From an optimization exercise on the open Yosys and OpenROAD flow, aimed at a short achievable clock period and few clock cycles per item; shortcuts taken in it are not production practice.
No run shown here included a check of the RTL's function; only the layout flow was run.

## flow/config.mk

```make
export PLATFORM = sky130hd
export DESIGN_NAME = riscv_crypto_sha256_msched
export DESIGN_NICKNAME = riscv_crypto_sha256_msched
export VERILOG_FILES = /design/flow/design.v
export SDC_FILE = /design/flow/constraint.sdc
export NUM_CORES = 4
export LEC_CHECK = 0
export ABC_CLOCK_PERIOD_IN_PS = 2000
export CAP_MARGIN = 20
export CORE_MARGIN = 2
export CORE_UTILIZATION = 40
export SETUP_SLACK_MARGIN = 5
export SLEW_MARGIN = 20
```

## flow/run.sh

```bash
#!/bin/bash
# synth_recipe.tcl (not shown) runs the flow's synth.tcl, then flattens the netlist and writes it again
# the make line also repeats each setting of config.mk as NAME=value (left out here)
make -C /OpenROAD-flow-scripts/flow DESIGN_CONFIG=/design/flow/config.mk WORK_HOME=/design/flow/orfs CLKGATE_MAP_FILE= SYNTH_SCRIPT=/design/flow/synth_recipe.tcl finish
```

## flow/constraint.sdc

```tcl
create_clock -name core_clock -period 8.0 [get_ports {clk}]
set_input_delay 1.6000 -clock core_clock [delete_from_list [all_inputs] [get_ports {clk}]]
set_output_delay 1.6000 -clock core_clock [all_outputs]
set_load 0.01 [all_outputs]
```

## flow/design.v

```verilog
module riscv_crypto_sha256_msched (
  input  logic        clk,
  input  logic        rst,
  input  logic        in_valid,
  output logic        in_ready,
  input  logic [31:0] in_data,
  output logic        out_valid,
  input  logic        out_ready,
  output logic [31:0] out_data,
  output logic [5:0]  out_idx,
  output logic        out_last,
  output logic        busy
);
  localparam int DIN = 4;
  function automatic logic [31:0] sig0(input logic [31:0] x);
    sig0 = {x[6:0], x[31:7]} ^ {x[17:0], x[31:18]} ^ {3'b000, x[31:3]};
  endfunction
  function automatic logic [31:0] sig1(input logic [31:0] x);
    sig1 = {x[16:0], x[31:17]} ^ {x[18:0], x[31:19]} ^ {10'b0, x[31:10]};
  endfunction
  function automatic logic [31:0] maj2(input logic [31:0] a, input logic [31:0] b,
                                       input logic [31:0] c);
    logic [31:0] m;
    m = (a & b) | (a & c) | (b & c);
    maj2 = {m[30:0], 1'b0};
  endfunction
  logic        cap_v_q;
  logic [31:0] cap_d_q;
  logic [31:0] fifo_q [DIN];
  logic [1:0]  f_wp_q, f_rp_q;
  logic [2:0]  f_cnt_q, f_cnt_d;
  logic        f_ne_q;
  logic [2:0]  occ_q, occ_d;   
  logic        occ_le2_q, occ_le3_q, occ_le4_q;
  logic        in_ready_q, in_ready_d;
  logic [3:0]  in_cnt_q;
  logic        in15_q;         
  logic        in_hs, avail, ld_in, pop, push;
  logic [31:0] head;
  logic [31:0] win_q [16];     
  logic [5:0]  n_q, n_d;       
  logic [31:0] bs_q, bc_q;     
  logic        bv_q, bv_d;     
  logic [31:0] xs_q, xc_q;     
  logic        adv_q, adv_d;   
  logic        bld_q;          
  logic        bsel_q;         
  logic [31:0] s1w, ps, pc;
  logic [4:0]  lag_q, lag_d, lag_t, lag_n;  
  logic        nz_q;           
  logic        l15_q, l16_q;   
  logic [15:0] sel_q;          
  logic        out_valid_q;
  logic [31:0] out_data_q, rd_word;
  logic [5:0]  out_idx_q, m_q;
  logic        out_last_q;
  logic        m63_q;          
  logic        take;
  logic [1:0]  pend_q, pend_d;
  logic        pend_eq1_q, pend_ge2_q;
  logic        busy_q, busy_d;
  logic        inc, dec;
  assign in_hs = in_valid & in_ready_q;
  assign avail = f_ne_q | cap_v_q;
  assign head  = f_ne_q ? fifo_q[f_rp_q] : cap_d_q;
  assign ld_in = bld_q & bsel_q & avail;
  assign pop   = ld_in & f_ne_q;
  assign push  = cap_v_q & ~(ld_in & ~f_ne_q);
  assign s1w = sig1(win_q[0]);
  assign ps  = s1w ^ xs_q ^ xc_q;
  assign pc  = maj2(s1w, xs_q, xc_q);
  assign take = nz_q & (~out_valid_q | out_ready);
  always_comb begin
    rd_word = 32'd0;
    for (int i = 0; i < 16; i++) rd_word = rd_word | ({32{sel_q[i]}} & win_q[i]);
  end
  always_comb begin
    f_cnt_d = f_cnt_q + {2'b00, push} - {2'b00, pop};
    occ_d   = occ_q - {2'b00, ld_in} + {2'b00, in_hs};
    n_d     = n_q + {5'd0, adv_q};
    bv_d    = bld_q ? (~bsel_q | avail) : bv_q;
    lag_t   = adv_q ? lag_q : lag_q - 5'd1;
    lag_n   = adv_q ? lag_q + 5'd1 : lag_q;
    lag_d   = take ? lag_t : lag_n;
    adv_d   = bv_d & ~(take ? 1'b0 : ((l15_q & adv_q) | l16_q));
    inc     = in_hs & in15_q;
    dec     = out_valid_q & out_ready & out_last_q;
    pend_d  = pend_q + {1'b0, inc} - {1'b0, dec};
    busy_d  = inc | pend_ge2_q | (pend_eq1_q & ~dec);
    case ({ld_in, in_hs})
      2'b10:   in_ready_d = occ_le4_q;
      2'b01:   in_ready_d = occ_le2_q;
      default: in_ready_d = occ_le3_q;
    endcase
    in_ready_d = in_ready_d | ~busy_d;
  end
  always_ff @(posedge clk or posedge rst) begin
    if (rst) begin
      cap_v_q     <= 1'b0;
      f_wp_q      <= 2'd0;
      f_rp_q      <= 2'd0;
      f_cnt_q     <= 3'd0;
      f_ne_q      <= 1'b0;
      occ_q       <= 3'd0;
      occ_le2_q   <= 1'b1;
      occ_le3_q   <= 1'b1;
      occ_le4_q   <= 1'b1;
      in_ready_q  <= 1'b1;
      in_cnt_q    <= 4'd0;
      in15_q      <= 1'b0;
      n_q         <= 6'd0;
      bv_q        <= 1'b0;
      adv_q       <= 1'b0;
      bld_q       <= 1'b1;
      bsel_q      <= 1'b1;
      lag_q       <= 5'd0;
      nz_q        <= 1'b0;
      l15_q       <= 1'b0;
      l16_q       <= 1'b0;
      sel_q       <= 16'd0;
      out_valid_q <= 1'b0;
      out_data_q  <= 32'd0;
      out_idx_q   <= 6'd0;
      out_last_q  <= 1'b0;
      m_q         <= 6'd0;
      m63_q       <= 1'b0;
      pend_q      <= 2'd0;
      pend_eq1_q  <= 1'b0;
      pend_ge2_q  <= 1'b0;
      busy_q      <= 1'b0;
    end else begin
      cap_v_q    <= in_hs;
      if (push)  f_wp_q <= f_wp_q + 2'd1;
      if (pop)   f_rp_q <= f_rp_q + 2'd1;
      f_cnt_q    <= f_cnt_d;
      f_ne_q     <= (f_cnt_d != 3'd0);
      occ_q      <= occ_d;
      occ_le2_q  <= (occ_d <= 3'd2);
      occ_le3_q  <= (occ_d <= 3'd3);
      occ_le4_q  <= (occ_d <= 3'd4);
      in_ready_q <= in_ready_d;
      if (in_hs) begin
        in_cnt_q <= in_cnt_q + 4'd1;
        in15_q   <= (in_cnt_q == 4'd14);
      end
      n_q        <= n_d;
      bv_q       <= bv_d;
      adv_q      <= adv_d;
      bld_q      <= adv_d | ~bv_d;
      bsel_q     <= ~adv_d | (n_d < 6'd15) | (n_d == 6'd63);
      lag_q      <= lag_d;
      nz_q       <= take ? (lag_t != 5'd0) : (lag_n != 5'd0);
      l15_q      <= take ? (lag_t == 5'd15) : (lag_n == 5'd15);
      l16_q      <= take ? 1'b0 : (lag_n == 5'd16);
      if (take) begin
        if (~adv_q) sel_q <= {1'b0, sel_q[15:1]};
      end else begin
        if (adv_q)  sel_q <= {sel_q[14:0], ~nz_q};
      end
      out_valid_q <= take | (out_valid_q & ~out_ready);
      if (take) begin
        out_data_q <= rd_word;
        out_idx_q  <= m_q;
        out_last_q <= m63_q;
        m_q        <= m_q + 6'd1;
        m63_q      <= (m_q == 6'd62);
      end
      pend_q     <= pend_d;
      pend_eq1_q <= (pend_d == 2'd1);
      pend_ge2_q <= pend_d[1];
      busy_q     <= busy_d;
    end
  end
  always_ff @(posedge clk) begin
    cap_d_q <= in_data;
    if (push) fifo_q[f_wp_q] <= cap_d_q;
    if (bld_q) begin
      bs_q <= bsel_q ? head  : ps;
      bc_q <= bsel_q ? 32'd0 : pc;
    end
    if (adv_q) begin
      win_q[0] <= bs_q + bc_q;
      for (int i = 1; i < 16; i++) win_q[i] <= win_q[i-1];
      xs_q <= win_q[4] ^ sig0(win_q[12]) ^ win_q[13];
      xc_q <= maj2(win_q[4], sig0(win_q[12]), win_q[13]);
    end
  end
  assign in_ready  = in_ready_q;
  assign out_valid = out_valid_q;
  assign out_data  = out_data_q;
  assign out_idx   = out_idx_q;
  assign out_last  = out_last_q;
  assign busy      = busy_q;
endmodule
```

==> results of run 1 <==
## worst paths after layout
check	start	slack, ns	cells after the start	end
setup / recovery	out_data_q[14]	5.03	1	out_data[14]
hold / removal	bs_q[0]	0.42	0	win_q[0][0]
setup reg to reg	bs_q[7]	5.12	10	win_q[0][28]
hold reg to reg	bs_q[0]	0.42	0	win_q[0][0]
max in group asynchronous	rst	5.26	4	out_data_q[17]
min in group asynchronous	rst	1.52	3	out_data_q[8]
## synth_stat cells, drive strengths merged, types with 3 or more instances
master	count
edfxtp	766
inv	215
a22oi	137
xnor2	109
dfrtp	100
nand2	99
nor2	93
clkbuf	88
xor2	66
mux2i	65
fa	64
a221oi	61
a22o	61
ha	51
o21ai	44
a21oi	38
dfxtp	32
mux4	32
nand3	29
nand4	24
and3	21
a41oi	15
buf	15
o22ai	15
nor3	10
nand2b	7
a21o	6
dfstp	6
nor2b	6
and2	5
o21bai	5
a211oi	4
a31oi	3
o211ai	3
## final cells by class
type | instances | share of cell area, %
Multi-Input combinational cell | 1094 | 22.1
Clock buffer | 126 | 6.00
Clock inverter | 48 | 1.65
Timing Repair Buffer | 121 | 2.86
Tap cell | 1186 | 3.49
Inverter | 215 | 1.92
Sequential cell | 904 | 62.0
## per-layer routing
metal	vias up	global-route usage [%]	share of wire (%)
met5	-	0	0
met4	0	6.63	2.7
met3	154	2.99	7.7
met2	990	33.0	48
met1	10900	27.9	41
li1	8901	-	-
## per-stage QoR
step | TNS (ns) | hold WS (ns)
after detailed placement | 0 | 0.406
after CTS | 0 | 0.425
after floorplan | -0.489 | 0.400
after global placement | 0 | 0.405
final | 0 | 0.416
after global routing | 0 | 0.447
## registers in the layout, summed over array words and instances (netlist names), 16 cells and up
register / cells
fifo_q: 128
cap_d_q: 32
win_q: 512
bc_q: 31
xs_q: 32
sel_q: 16
xc_q: 31
bs_q: 32
out_data_q: 32
## timing repair
item / in CTS / in global routing
setup buffers: 7 / 4
setup endpoints to repair: 254 / 381
cloned: 1 / 0
resized for setup: 80 / 23
pin swaps: 0 / 4
## logic make-up (layout without fill, tap and decap cells)
| family | Yosys count | after routing |
|---|---|---|
| AND/OR/NAND/NOR | 303 | 303 |
| adder cells (fa/ha/maj) | 115 | 115 |
| multiplexers | 97 | 97 |
| AO/OA/AOI/OAI | 404 | 404 |
| buffers and inverters | 318 | 510 |
| flip-flops | 904 | 904 |
| XOR/XNOR | 175 | 175 |
==> summary.md, run 1 <==
The min-delay analysis places its worst path in the category reg -> reg. The placeable core region is 0.0914 mm^2, and the register cell area after layout is 0.0263 mm^2.

The H-tree depth reported by CTS is 3. Setup repair after global routing could not meet its margin everywhere. Data on the critical path is required at its endpoint by 6.40 ns.

In this run, synthesis produced a sequential element count of 904. Summing the areas of all xor and xnor instances in the mapped netlist gives 4.17% of the synthesized area. The number of hold violations in the final report was 0. The library cell used most frequently in the layout, excluding fill and tap cells, is edfxtp_1. The number of antenna diodes in the final layout is 0. In this run the mean area of a mapped cell was 15.9 um^2. The run gives 141000 um as the global-route wire length before repair. The initial utilization of the core area, before any placement, comes to 40.2%. The area of the multi-input gates is 0.00938 mm^2. For the total number of placement rows, the log shows 111. The kind of critical path was reg -> out.

The run gives 1.37 ns as the data arrival at the endpoint of the critical path. Walking the worst path, the cells encountered are clkdlybuf4s15_1. Detailed-route vias per instance: 5.66.

For the finished layout, the period the worst path requires is 2.97 ns. The count of unresolved DRC violations after routing was 0; the share of Yosys cell area claimed by the top area cell type was 62.6%. Root buffer cell: clkbuf_16. TritonCTS built the clock tree. The post-detailed-routing wire length is 95100 um.

Of all cell types, the one taking the most synthesized area is edfxtp_1. The mapped netlist covers 0.0367 mm^2. In the layout the commonest cells are edfxtp_1, inv_1, a22oi_1.

At the later pin of the worst-skew pair, clock insertion delay measures 0.66 ns. For this run, the detailed router's first-pass iteration total came to 6. After synthesis, the largest family of logic cells by area is compound AO/OA/AOI/OAI gates. The signed area change from the synthesized netlist to the final layout was 15.6%. Once layout is done, the placed cells without fillers occupy 0.0425 mm^2. The buffering stage count on the worst path with inverters included was 1.

The detail route stage leaves a number of antenna-violating nets equal to 0. In the final design database the tool counted 2579 nets. The complex-gate fraction of the synthesized area is 8.27%, and the proportion of layout cells with a drive suffix above 1 is 10.7%. For the number of distinct library cells after synthesis, the log shows 56.

The portion of the clock cycle consumed by the worst path in the final layout was 37.1%; the number of buffers inserted by port buffering was 77. Setup violations remaining at the end of the flow were counted as 0. The floorplan step defined a die boundary enclosing 0.0943 mm^2.

The clock passes through at most 3 buffers. Cells fill 46.5% of the core in the end. For the pin with the worst max-slew slack, the measured transition is 1.05 ns. Hold-fix buffer count after cts: 0. After detailed placement, the total cell area comes to 0.0389 mm^2. The run gives 0 as the initial antenna violation count. The category of the worst setup path launch point was a flip-flop. When the netlist entered floorplanning its net count stood at 2467. The total of warnings raised by yosys was 2.

Synthesis produced 2316 cells. The slowest stage cell on the critical path is dfrtp_1. The run gives 2786 as the iteration-0 DRC count of the detailed router. On the critical path the largest part of the delay comes from flip-flops. The proportion of synthesized flip-flops having asynchronous set or reset came out at 11.7%.

The multiplexer share of the synthesized area works out to 3.73%. The tools report the CTS buffer count as 92. The number of fill cells was 7833. The flow ran to the end and the layout has no timing, DRC or antenna violations. Counting every sink on the clock net gives 904. The number of synthesized flops with an enable pin was 766; the final clock skew was 0.0353 ns.

The final HPWL from detailed placement was 57700 um. The global route total overflow came out at 0. The number of placed instances, taps included was 3508. Leaving out filler cells and counting taps, the final layout contains 3694.

The category of the worst setup path capture point is an output pin. The synthesized netlist devotes 5.22% of its cell area to adder and majority cells. Routability-driven placement finished with a final weighted congestion of 0.866.

For this block, the via count after detailed routing is 20900. Max-capacitance violation count: 0. The maximum number of pins on one net before global-route repair was 199. The stage delay of the slowest cell on the critical path is 0.44 ns, and the top-level I/O count is 78. The sequential cell area fraction in the yosys report is 71.6%. Dividing the detail-routed wire length by the instance count gives 25.7 um. In this run the horizontal extent of the chip is 307 um.

Via count of the first global-routing pass: 21100. In the post-synthesis netlist, the biggest area contributors are edfxtp_1, dfrtp_1, fa_1. For the highest attainable clock frequency, the log shows 337 MHz.

From bottom edge to top edge, the die measures 307 um. After clock tree synthesis, the clock-pin slew on the worst setup and hold paths is 0.06 ns. The run gives 0 as the number of max-slew violations in the final report. The worst path meets setup with 5.03 ns of slack.

After Yosys synthesis, and, or, nand and nor cells account for 3.75% of the synthesized area. The top fanout value on the critical path is 2. The leading register cell type out of synthesis was edfxtp_1. In the global route stage, overall resource usage came out at 20.2%. The worst relative slew slack was 30.2%. For the placement-stage worst setup slack, the log shows 4.01 ns.
==> run 2: changes to the inputs <==
==> flow/flow/run.sh (new file) <==
#!/bin/bash
# Standard synthesis, then the standard ORFS layout with repair_timing aiming at a larger setup margin.
set -euo pipefail
bash standard.sh synth > synth.log 2>&1
bash standard.sh SETUP_SLACK_MARGIN=5.3 finish > layout.log 2>&1
==> flow/standard.sh (new file) <==
#!/bin/bash
# synth_recipe.tcl (not shown) runs the flow's synth.tcl, then flattens the netlist and writes it again
# the make line also repeats each setting of config.mk as NAME=value (left out here)
make -C /OpenROAD-flow-scripts/flow DESIGN_CONFIG=/design/flow/config.mk WORK_HOME=/design/flow/orfs CLKGATE_MAP_FILE= SYNTH_SCRIPT=/design/flow/synth_recipe.tcl "${@:-finish}"
removed: flow/run.sh
==> run 2 against run 1 <==
Maximum frequency grew 2.9%. Final cell count grew 0.89%. Via count grew 1.0%. Setup slack gained 0.083 ns. Still clean. Critical path depth is the same. Cell area grew 0.91%. Die area is the same. Sequential share of layout area shrank 0.56 points.
==> summary.md, run 2 <==
The time the worst path needs with I/O delays and setup is 2.89 ns (was 2.97 ns), and the number of distinct library cells after synthesis is 56 (unchanged). Share of Yosys cell area claimed by the top area cell type: 62.6% (unchanged). The category of the worst setup path capture point is an output pin (unchanged). Most frequently used cell type in the post-synthesis netlist: edfxtp_1 (unchanged). The buffering stage count on the worst path with inverters included is 1 (unchanged). The clock transition time at the flip-flop clock pins of the worst setup and hold paths came out at 0.06 ns (about the same).

Leading cell types by count after synthesis: edfxtp_1, inv_1, a22oi_1, xnor2_1, dfrtp_1 (unchanged). The tools report the category of the worst setup path launch point as a flip-flop (unchanged). The global-route met1 utilization was 27.1% (was 27.9%).

Worst-path cell chain: buf_6 (was clkdlybuf4s15_1). The y dimension of the die works out to 307 um (unchanged). Die width: 307 um (unchanged).

The proportion of layout cells with a drive suffix above 1 is 14.8% (was 10.7%), and the worst relative slew slack is 23.4% (was 30.2%). The run gives 33.6% (was 33.0%) as the met2 track utilization from global routing. The slowest stage cell on the critical path was dfstp_2 (was dfrtp_1). The placeable core region was 0.0914 mm^2 (unchanged); the total of flip-flops plus latches after synthesis was 904 (unchanged).

The run gives 3 (unchanged) as the H-tree depth reported by CTS. The logs give 3.63 ns (was 4.01 ns) for the placement-stage worst setup slack and 0 (unchanged) for the max-capacitance violation count. The actual slew at the worst max-slew pin works out to 1.15 ns (was 1.05 ns).

Cells taking the most area after synthesis: edfxtp_1, dfrtp_1, fa_1 (unchanged). Leading register cell type out of synthesis: edfxtp_1 (unchanged). The run gives 0 (unchanged) as the number of failing setup endpoints in the final timing report. The cell type contributing the most total cell area after synthesis was edfxtp_1 (unchanged). Final HPWL from detailed placement: 58900 um (was 57700 um). The flip-flop count of the largest register after layout works out to 512 (unchanged). The run finished with no timing, DRC or antenna violations. The number of synthesized flops with an enable pin works out to 766 (unchanged). The number of instances in the synthesized netlist is 2316 (unchanged), and the proportion of synthesized flip-flops having asynchronous set or reset is 11.7% (unchanged). TritonCTS built the clock tree.

The data arrival at the endpoint of the critical path came out at 1.29 ns (was 1.37 ns). Largest registers: win_q x512, fifo_q x128 (unchanged). The post-synth design cell area is 0.0367 mm^2 (unchanged). The run gives 40.2% (unchanged) as the starting density of the core. The tools report the iteration-0 DRC count of the detailed router as 2551 (was 2786). Most frequent cells in the layout: edfxtp_1, inv_1, a22oi_1 (unchanged). The top cell family by delay on the critical path was flip-flops (unchanged).

The kind of critical path is reg -> out (unchanged). Stage delay of the slowest cell on the critical path: 0.54 ns (was 0.44 ns). The routability congestion estimate from global placement came out at 0.838 (was 0.866).

The peak-usage layer in the global routing report is met2 (unchanged). The top fanout value on the critical path is 2 (unchanged), and the critical path data required time is 6.40 ns (about the same). The tools report the total clock sinks as 904 (unchanged).

The count of unresolved DRC violations after routing was 0 (unchanged); the total of warnings raised by yosys was 2 (unchanged). The tools report the latest clock arrival within the worst-skew pair as 0.68 ns (was 0.66 ns). The number of hold violations in the final report is 0 (unchanged), and the overall global routing resource usage is 20.5% (was 20.2%). The run gives 199 (unchanged) as the maximum number of pins on one net before global-route repair. For the via count of the first global-routing pass, the log shows 21400 (was 21100). The tools report the CTS buffer count as 93 (was 92).

The signed area change from the synthesized netlist to the final layout came out at 16.6% (was 15.6%). The met3 routing resource usage after global routing is 3.82% (was 2.99%). The logs give 111 (unchanged) for the total number of placement rows and 21100 (was 20900) for the total via count in the routed design.

The maximum count of clock buffers along a single path is 3 (unchanged). The logs give 0.0311 ns (was 0.0353 ns) for the final clock skew and 0 (unchanged) for the count of inserted antenna diode cells. The smallest setup slack after layout is 5.11 ns (was 5.03 ns). The most common cell after layout, fill and taps aside was edfxtp_1 (unchanged). The number of max-slew violations in the final report came out at 0 (unchanged). The initial antenna violation count is 0 (unchanged).

Detailed-router iteration count before antenna repair: 7 (was 6). Routed wire length per instance: 26.2 um (was 25.7 um). Setup repair after global routing could not meet its margin everywhere.

For the sequential cell area fraction in the yosys report, the log shows 71.6% (unchanged). The mean instance size in the synthesized netlist works out to 15.9 um^2 (unchanged). Final net count: 2614 (was 2579). The portion of the clock cycle consumed by the worst path in the final layout is 36.1% (was 37.1%). Number of buffers inserted by port buffering: 77 (unchanged). The global-route wire length before repair is 141000 um (about the same), and the die area is 0.0943 mm^2 (unchanged). The detailed-route vias per instance was 5.67 (was 5.66).

The worst hold path class was reg -> reg (unchanged). The tools report the net count after synthesis as 2467 (unchanged). The run gives 78 (unchanged) as the top-level I/O count. The logs give 0 (unchanged) for the global route total overflow and 97600 um (was 95100 um) for the post-detailed-routing wire length. For the number of nets with antenna violations after detailed routing, the log shows 0 (unchanged).

Register ranked first by flip-flop count: win_q (unchanged). Root buffer cell: clkbuf_16 (unchanged). The tools report the highest attainable clock frequency as 346 MHz (was 337 MHz).
-- run 2: worst paths after layout --
| path | startpoint | end | slack [ns] | depth (start not counted) |
|---|---|---|---|---|
| worst min-delay path | bs_q[0] | win_q[0][0] | 0.44 | 0 |
| max in group asynchronous | rst | out_data_q[0] | 5.63 | 4 |
| min in group asynchronous | rst | out_data_q[4] | 1.41 | 3 |
| worst max-delay path | in_ready_q | in_ready | 5.11 | 1 |
| worst min register to register | bs_q[0] | win_q[0][0] | 0.44 | 0 |
| worst max register to register | bs_q[1] | win_q[0][27] | 5.34 | 13 |
-- run 2: final cells by class --
cell class	instances	area [um^2]
clock inverters	44	514
multi-input cells	1095	9670
flip-flops and latches	904	26300
clock buffers	129	2560
inverters	215	818
well taps	1186	1480
fillers	7783	48500
repair buffers	154	1480
-- run 2: cell families after synthesis --
| family | Yosys count | synth area share (%) |
|---|---|---|
| buf+inv | 318 | 3.26 |
| mux | 97 | 3.73 |
| compound gates | 404 | 8.27 |
| flops | 904 | 71.6 |
| fa+ha+maj | 115 | 5.22 |
| xor+xnor | 175 | 4.17 |
| simple gates | 303 | 3.75 |
-- run 2: timing repair --
action / in CTS / in global routing
hold buffers: 0 / 0
setup endpoints to repair: 183 / 245
buffers inserted: 16 / 22
resized for setup: 232 / 44
cloned: 3 / 1
pin swaps: 9 / 27
-- run 2: stage by stage --
step	cells	utilization (%)	hold slack [ns]	cell area [um^2]	setup TNS, ns
after global routing	3727	46.9	0.446	42900	0
final	3727	46.9	0.439	42900	0
after CTS	3703	46.4	0.436	42400	0
after floorplan	2316	-	0.400	36900	-0.489
after detailed placement	3511	42.7	0.421	39100	0
after global placement	3511	42.7	0.404	39100	0
-- run 2: routing by layer --
| metal | routed length, um | share of wire (%) | vias up |
|---|---|---|---|
| li1 | - | - | 8964 |
| met1 | 38900 | 40 | 11000 |
| met2 | 47100 | 48 | 1009 |
| met3 | 8160 | 8.4 | 162 |
| met4 | 3450 | 3.5 | 0 |
| met5 | 0 | 0 | - |
-- run 2: worst register-to-register path, stage by stage (launching register included) --
cell and delay [ns]:
edfxtp_1 0.34, ha_2 0.20, inv_2 0.05, fa_2 0.37, nor2b_2 0.13, o21ai_2 0.09, a21oi_4 0.21, o31ai_4 0.11
a21oi_2 0.25, a21oi_2 0.12, buf_4 0.17, o21bai_1 0.16, a21oi_2 0.08, xnor2_1 0.14
==> run 3: changes to the inputs <==
==> flow/design.v (replaced) <==
module riscv_crypto_sha256_msched (
  input  logic        clk,
  input  logic        rst,
  input  logic        in_valid,
  output logic        in_ready,
  input  logic [31:0] in_data,
  output logic        out_valid,
  input  logic        out_ready,
  output logic [31:0] out_data,
  output logic [5:0]  out_idx,
  output logic        out_last,
  output logic        busy
);
  localparam int DIN = 4;
  function automatic logic [31:0] sig0(input logic [31:0] x);
    sig0 = {x[6:0], x[31:7]} ^ {x[17:0], x[31:18]} ^ {3'b000, x[31:3]};
  endfunction
  function automatic logic [31:0] sig1(input logic [31:0] x);
    sig1 = {x[16:0], x[31:17]} ^ {x[18:0], x[31:19]} ^ {10'b0, x[31:10]};
  endfunction
  function automatic logic [31:0] maj2(input logic [31:0] a, input logic [31:0] b,
                                       input logic [31:0] c);
    logic [31:0] m;
    m = (a & b) | (a & c) | (b & c);
    maj2 = {m[30:0], 1'b0};
  endfunction
  logic        cap_v_q;
  logic [31:0] cap_d_q;
  logic [31:0] fifo_q [DIN];
  logic [1:0]  f_wp_q, f_rp_q;
  logic [2:0]  f_cnt_q, f_cnt_d;
  logic        in_ready_q, in_ready_d;
  logic [3:0]  in_cnt_q;
  logic        in_hs, pop;
  logic [31:0] win_q [16];
  logic [5:0]  n_q;           
  logic [4:0]  lag_q, lag_d;  
  logic [31:0] xs_q, xc_q;    
  logic [31:0] bs_q, bc_q;    
  logic        adv;
  logic [31:0] w_new;
  logic        out_valid_q;
  logic [31:0] out_data_q;
  logic [5:0]  out_idx_q, m_q;
  logic        out_last_q;
  logic        take;
  logic [3:0]  rd_idx;
  logic [1:0]  pend_q, pend_d;
  logic        busy_q;
  logic        inc, dec;
  assign in_hs = in_valid & in_ready_q;
  assign adv   = (lag_q != 5'd16) & (n_q[5:4] != 2'b00 || f_cnt_q != 3'd0);
  assign pop   = adv & (n_q[5:4] == 2'b00);
  assign rd_idx = lag_q[3:0] - 4'd1;
  assign take  = (lag_q != 5'd0) & (~out_valid_q | out_ready);
  assign w_new = (n_q[5:4] == 2'b00) ? fifo_q[f_rp_q] : (bs_q + bc_q);
  always_comb begin
    f_cnt_d = f_cnt_q + {2'b00, cap_v_q} - {2'b00, pop};
    lag_d   = lag_q + {4'b0, adv} - {4'b0, take};
    inc     = in_hs & (in_cnt_q == 4'd15);
    dec     = out_valid_q & out_ready & out_last_q;
    pend_d  = pend_q + {1'b0, inc} - {1'b0, dec};
    in_ready_d = (pend_d == 2'd0) || ((f_cnt_d + {2'b00, in_hs}) <= 3'(DIN - 1));
  end
  always_ff @(posedge clk or posedge rst) begin
    if (rst) begin
      cap_v_q     <= 1'b0;
      f_wp_q      <= 2'd0;
      f_rp_q      <= 2'd0;
      f_cnt_q     <= 3'd0;
      in_ready_q  <= 1'b1;
      in_cnt_q    <= 4'd0;
      n_q         <= 6'd0;
      lag_q       <= 5'd0;
      out_valid_q <= 1'b0;
      m_q         <= 6'd0;
      pend_q      <= 2'd0;
      busy_q      <= 1'b0;
    end else begin
      cap_v_q    <= in_hs;
      if (cap_v_q) f_wp_q <= f_wp_q + 2'd1;
      if (pop)     f_rp_q <= f_rp_q + 2'd1;
      f_cnt_q    <= f_cnt_d;
      in_ready_q <= in_ready_d;
      if (in_hs)   in_cnt_q <= in_cnt_q + 4'd1;
      if (adv)     n_q <= n_q + 6'd1;
      lag_q      <= lag_d;
      if (take)    out_valid_q <= 1'b1;
      else if (out_ready) out_valid_q <= 1'b0;
      if (take)    m_q <= m_q + 6'd1;
      pend_q     <= pend_d;
      busy_q     <= (pend_d != 2'd0);
    end
  end
  always_ff @(posedge clk) begin
    cap_d_q <= in_data;
    if (cap_v_q) fifo_q[f_wp_q] <= cap_d_q;
    if (adv) begin
      win_q[0] <= w_new;
      for (int i = 1; i < 16; i++) win_q[i] <= win_q[i-1];
      bs_q <= sig1(win_q[0]) ^ xs_q ^ xc_q;
      bc_q <= maj2(sig1(win_q[0]), xs_q, xc_q);
      xs_q <= win_q[4] ^ sig0(win_q[12]) ^ win_q[13];
      xc_q <= maj2(win_q[4], sig0(win_q[12]), win_q[13]);
    end
    if (take) begin
      out_data_q <= win_q[rd_idx];
      out_idx_q  <= m_q;
      out_last_q <= (m_q == 6'd63);
    end
  end
  assign in_ready  = in_ready_q;
  assign out_valid = out_valid_q;
  assign out_data  = out_data_q;
  assign out_idx   = out_idx_q;
  assign out_last  = out_last_q;
  assign busy      = busy_q;
endmodule
==> flow/run.sh (new file) <==
#!/bin/bash
# synth_recipe.tcl (not shown) runs the flow's synth.tcl, then flattens the netlist and writes it again
# the make line also repeats each setting of config.mk as NAME=value (left out here)
make -C /OpenROAD-flow-scripts/flow DESIGN_CONFIG=/design/flow/config.mk WORK_HOME=/design/flow/orfs CLKGATE_MAP_FILE= SYNTH_SCRIPT=/design/flow/synth_recipe.tcl finish
--- a/flow/config.mk
+++ b/flow/config.mk
@@ -5,9 +5,7 @@
 export SDC_FILE = /design/flow/constraint.sdc
 export NUM_CORES = 4
 export LEC_CHECK = 0
-export ABC_CLOCK_PERIOD_IN_PS = 2000
 export CAP_MARGIN = 20
 export CORE_MARGIN = 2
 export CORE_UTILIZATION = 40
-export SETUP_SLACK_MARGIN = 5
 export SLEW_MARGIN = 20
removed: flow/flow/run.sh
removed: flow/standard.sh
==> run 3 against run 2 <==
Still clean. Synthesized cell count is 4.7% higher. First-iteration DRC count shrank 2.7%. Area after synthesis down 0.93%. Register-to-register slack worse by 1.8 ns. Largest cell class unchanged.
==> summary.md, run 3 <==
The buffering stage count on the worst path with inverters included was 3 (was 1); the highest attainable clock frequency was 223 MHz (was 346 MHz). The top fanout value on the critical path came out at 33 (was 2). Worst-path cell chain: buf_4, inv_1, ha_1, nand2b_2, xnor2_4, buf_4, nor2_1, a222oi_1, nand4_1, a2111oi_0, nor2_1 (was buf_6). The flip-flop count of the largest register after layout was 512 (unchanged); the detailed-router iteration count before antenna repair was 6 (was 7). TritonCTS built the clock tree. Worst flop-to-flop path startpoint: lag_q[1] (was bs_q[1]). The portion of the clock cycle consumed by the worst path in the final layout was 56.1% (was 36.1%); the data arrival at the endpoint of the critical path was 4.91 ns (was 1.29 ns). The logs give 0 (unchanged) for the number of max-slew violations in the final report and 110 (was 111) for the total number of placement rows. For the placeable core region, the log shows 0.0901 mm^2 (was 0.0914 mm^2).

For the number of instances in the synthesized netlist, the log shows 2424 (was 2316). Cells taking the most area after synthesis: edfxtp_1, fa_1, inv_1 (was edfxtp_1, dfrtp_1, fa_1). The total of warnings raised by yosys was 2 (unchanged).

The run gives 65000 um (was 58900 um) as the final HPWL from detailed placement. Leading register cell type out of synthesis: edfxtp_1 (unchanged). The time the worst path needs with I/O delays and setup was 4.49 ns (was 2.89 ns). The area of the multi-input gates came out at 0.00941 mm^2 (was 0.00967 mm^2).

The most common cell after layout, fill and taps aside was edfxtp_1 (unchanged). The total via count in the routed design is 21100 (about the same), and the actual slew at the worst max-slew pin is 1.22 ns (was 1.15 ns). Die width: 306 um (was 307 um). Global-route wire length before repair: 144000 um (was 141000 um). The max-capacitance violation count is 0 (unchanged). The total clock sinks is 871 (was 904). Number of nets with antenna violations after detailed routing: 0 (unchanged).

The logs give 0 (unchanged) for the count of unresolved DRC violations after routing and 0 (unchanged) for the count of inserted antenna diode cells. The post-detailed-routing wire length is 97800 um (was 97600 um). The tools report the H-tree depth reported by CTS as 3 (unchanged). The tools report the origin of the worst setup path as lag_q[1] (was in_ready_q).

The number of fill cells is 7766 (was 7783). The core occupancy in the finished layout is 46.2% (was 46.9%). The number of buffers inserted by port buffering came out at 77 (unchanged). The smallest setup slack after layout came out at 3.51 ns (was 5.11 ns). The tools report the root buffer cell as clkbuf_16 (unchanged).

Largest registers: win_q x512, fifo_q x128 (unchanged). Most frequent cells in the layout: edfxtp_1, inv_1, a21oi_1 (was edfxtp_1, inv_1, a22oi_1). The hold-fix buffer count after cts was 0 (unchanged); the overall global routing resource usage was 20.9% (was 20.5%). The placement-stage worst setup slack is 3.54 ns (was 3.63 ns).

The run gives 0.893 (was 0.838) as the routability congestion estimate from global placement. The category of the worst setup path capture point is a flip-flop (was an output pin). The category of the worst setup path launch point was a flip-flop (unchanged). The most frequently used cell type in the post-synthesis netlist is edfxtp_1 (unchanged).

The initial antenna violation count came out at 2 (was 0). Post-cts resize count: 0 (was 232). The logs give 0.68 ns (about the same) for the latest clock arrival within the worst-skew pair and 0 (unchanged) for the number of failing setup endpoints in the final timing report. The clock transition time at the flip-flop clock pins of the worst setup and hold paths is 0.06 ns (about the same). The tools report the starting density of the core as 40.4% (was 40.2%). The share of Yosys cell area claimed by the top area cell type came out at 66.4% (was 62.6%). The worst hold path class is reg -> reg (unchanged).

The signed area change from the synthesized netlist to the final layout was 14.5% (was 16.6%). The logs give 0 (was 16) for the post-CTS setup buffer count and 8.42 ns (was 6.40 ns) for the critical path data required time. The stage delay of the slowest cell on the critical path was 0.53 ns (was 0.54 ns). The detailed-route vias per instance is 5.57 (was 5.67). Leading cell types by count after synthesis: edfxtp_1, inv_1, a21oi_1, nand2_1, nor2_1 (was edfxtp_1, inv_1, a22oi_1, xnor2_1, dfrtp_1). The y dimension of the die is 306 um (was 307 um). The run finished with no timing, DRC or antenna violations. The maximum count of clock buffers along a single path came out at 3 (unchanged).

The register cell area after layout came out at 0.0257 mm^2 (was 0.0263 mm^2). For the iteration-0 DRC count of the detailed router, the log shows 2482 (was 2551). The post-synth design cell area was 0.0364 mm^2 (was 0.0367 mm^2); the net count after synthesis was 2576 (was 2467). The top-level I/O count was 78 (unchanged). Setup repair after global routing left no endpoint under its margin.

Via count of the first global-routing pass: 21000 (was 21400). Cell type contributing the most total cell area after synthesis: edfxtp_1 (unchanged). The maximum number of pins on one net before global-route repair is 193 (was 199), and the proportion of synthesized flip-flops having asynchronous set or reset is 3.90% (was 11.7%). The mean instance size in the synthesized netlist works out to 15.0 um^2 (was 15.9 um^2).

The register ranked first by flip-flop count was win_q (unchanged). The final clock skew came out at 0.0302 ns (was 0.0311 ns). The CTS buffer count was 91 (was 93); the worst relative slew slack was 18.5% (was 23.4%). The worst min-delay path startpoint was win_q[1][27] (was bs_q[0]). The total of flip-flops plus latches after synthesis works out to 871 (was 904). The kind of critical path was reg -> reg (was reg -> out). For the number of distinct library cells after synthesis, the log shows 80 (was 56). Number of hold violations in the final report: 0 (unchanged). For the sequential cell area fraction in the yosys report, the log shows 70.5% (was 71.6%).

The global route total overflow is 0 (unchanged). Final net count: 2698 (was 2614). Top cell family by delay on the critical path: buffers and inverters (was flip-flops). The die area was 0.0934 mm^2 (was 0.0943 mm^2); the routed wire length per instance was 25.8 um (was 26.2 um).

The number of synthesized flops with an enable pin works out to 805 (was 766).

The proportion of layout cells with a drive suffix above 1 came out at 9.35% (was 14.8%). Slowest stage cell on the critical path: inv_1 (was dfstp_2).
[run 3: path summary, 6_finish.rpt]
path,end,slack (ns),cells past startpoint
max,out_data_q[30],3.51,11
min,win_q[2][27],0.43,0
max reg2reg,out_data_q[30],3.51,11
min reg2reg,win_q[2][27],0.43,0
max in group asynchronous,f_rp_q[0],6.27,3
min in group asynchronous,m_q[2],1.36,3
[run 3: area by class of cell]
cell class | instances | area share (%)
clock inverter | 50 | 1.36
timing repair buffer | 116 | 2.62
inverter | 274 | 2.48
tap | 1176 | 3.53
sequential | 871 | 61.6
multi-input combinational | 1192 | 22.6
clock buffer | 116 | 5.81
[run 3: worst reg2reg max path: cells and delay by family (launching register included)]
kind	cells	cell delay (ns)
XOR/XNOR	1	0.49
adder cells (fa/ha/maj)	1	0.51
AO/OA/AOI/OAI	2	0.82
flip-flops	1	0.36
buffers and inverters	3	1.30
AND/OR/NAND/NOR	4	0.75
[run 3: cells by family (layout without fill, tap and decap cells)]
kind of cell,Yosys count,in the layout,share of synthesized area (%)
flip-flops,871,871,70.5
AO/OA/AOI/OAI,468,468,8.45
AND/OR/NAND/NOR,363,363,4.34
buffers and inverters,361,556,3.99
XOR/XNOR,166,166,4.08
adder cells (fa/ha/maj),116,116,5.31
multiplexers,79,79,3.32
[run 3: stage by stage]
stage                TNS, ns  hold slack (ns)  instance area [um^2]  cells
finish                     0            0.426                 41700   3795
global route               0            0.435                 41700   3795
CTS                        0            0.430                 41700   3795
detailed placement         0            0.427                 38700   3629
global placement           0            0.424                 38700   3629
floorplan           -2813.59            0.417                 36500   2424
[run 3: routing by layer]
layer / share of wire (%) / GRT usage (%) / routed length, um
met1: 43 / 30.3 / 41900
met2: 46 / 32.4 / 45200
met3: 8.3 / 3.79 / 8140
met4: 2.5 / 5.96 / 2480
met5: 0.013 / 0 / 13

==> separate check: timing with driven ports <==
In the flow no input, the clock included, has a driving cell. The finished layouts below were timed again as built, in two steps.
Step 1 (the two cells are an assumption about what drives the block):
set clk [get_ports {clk}]
set_driving_cell -lib_cell sky130_fd_sc_hd__clkbuf_16 $clk
set_driving_cell -lib_cell sky130_fd_sc_hd__buf_2 [delete_from_list [all_inputs] $clk]
Step 2 also shifts input and output timing later by t, the mid clock arrival at the registers, as if the neighbouring blocks saw the same clock.
Three values: ideal ports, drivers, drivers and shift; two values: the first two.
| run | t (ns) | slack for setup (ns) | worst setup path at the end | latest minus earliest clock arrival (ns) | cell pins on the clock port's net |
|---|---|---|---|---|---|
| run 1 | 0.712 | 5.028 / 4.963 / 4.392 | input to register | 0.040 / 0.040 | 1 |
| run 2 | 0.728 | 5.111 / 5.045 / 4.596 | input to register | 0.034 / 0.034 | 1 |
| run 3 | 0.722 | 3.511 / 3.511 / 3.511 | register to register | 0.038 / 0.038 | 1 |
After both steps setup and hold are still met in every run listed. The setup slack of run 1, which loses most, moves by -0.065 ns with the drivers and by -0.636 ns with both steps.
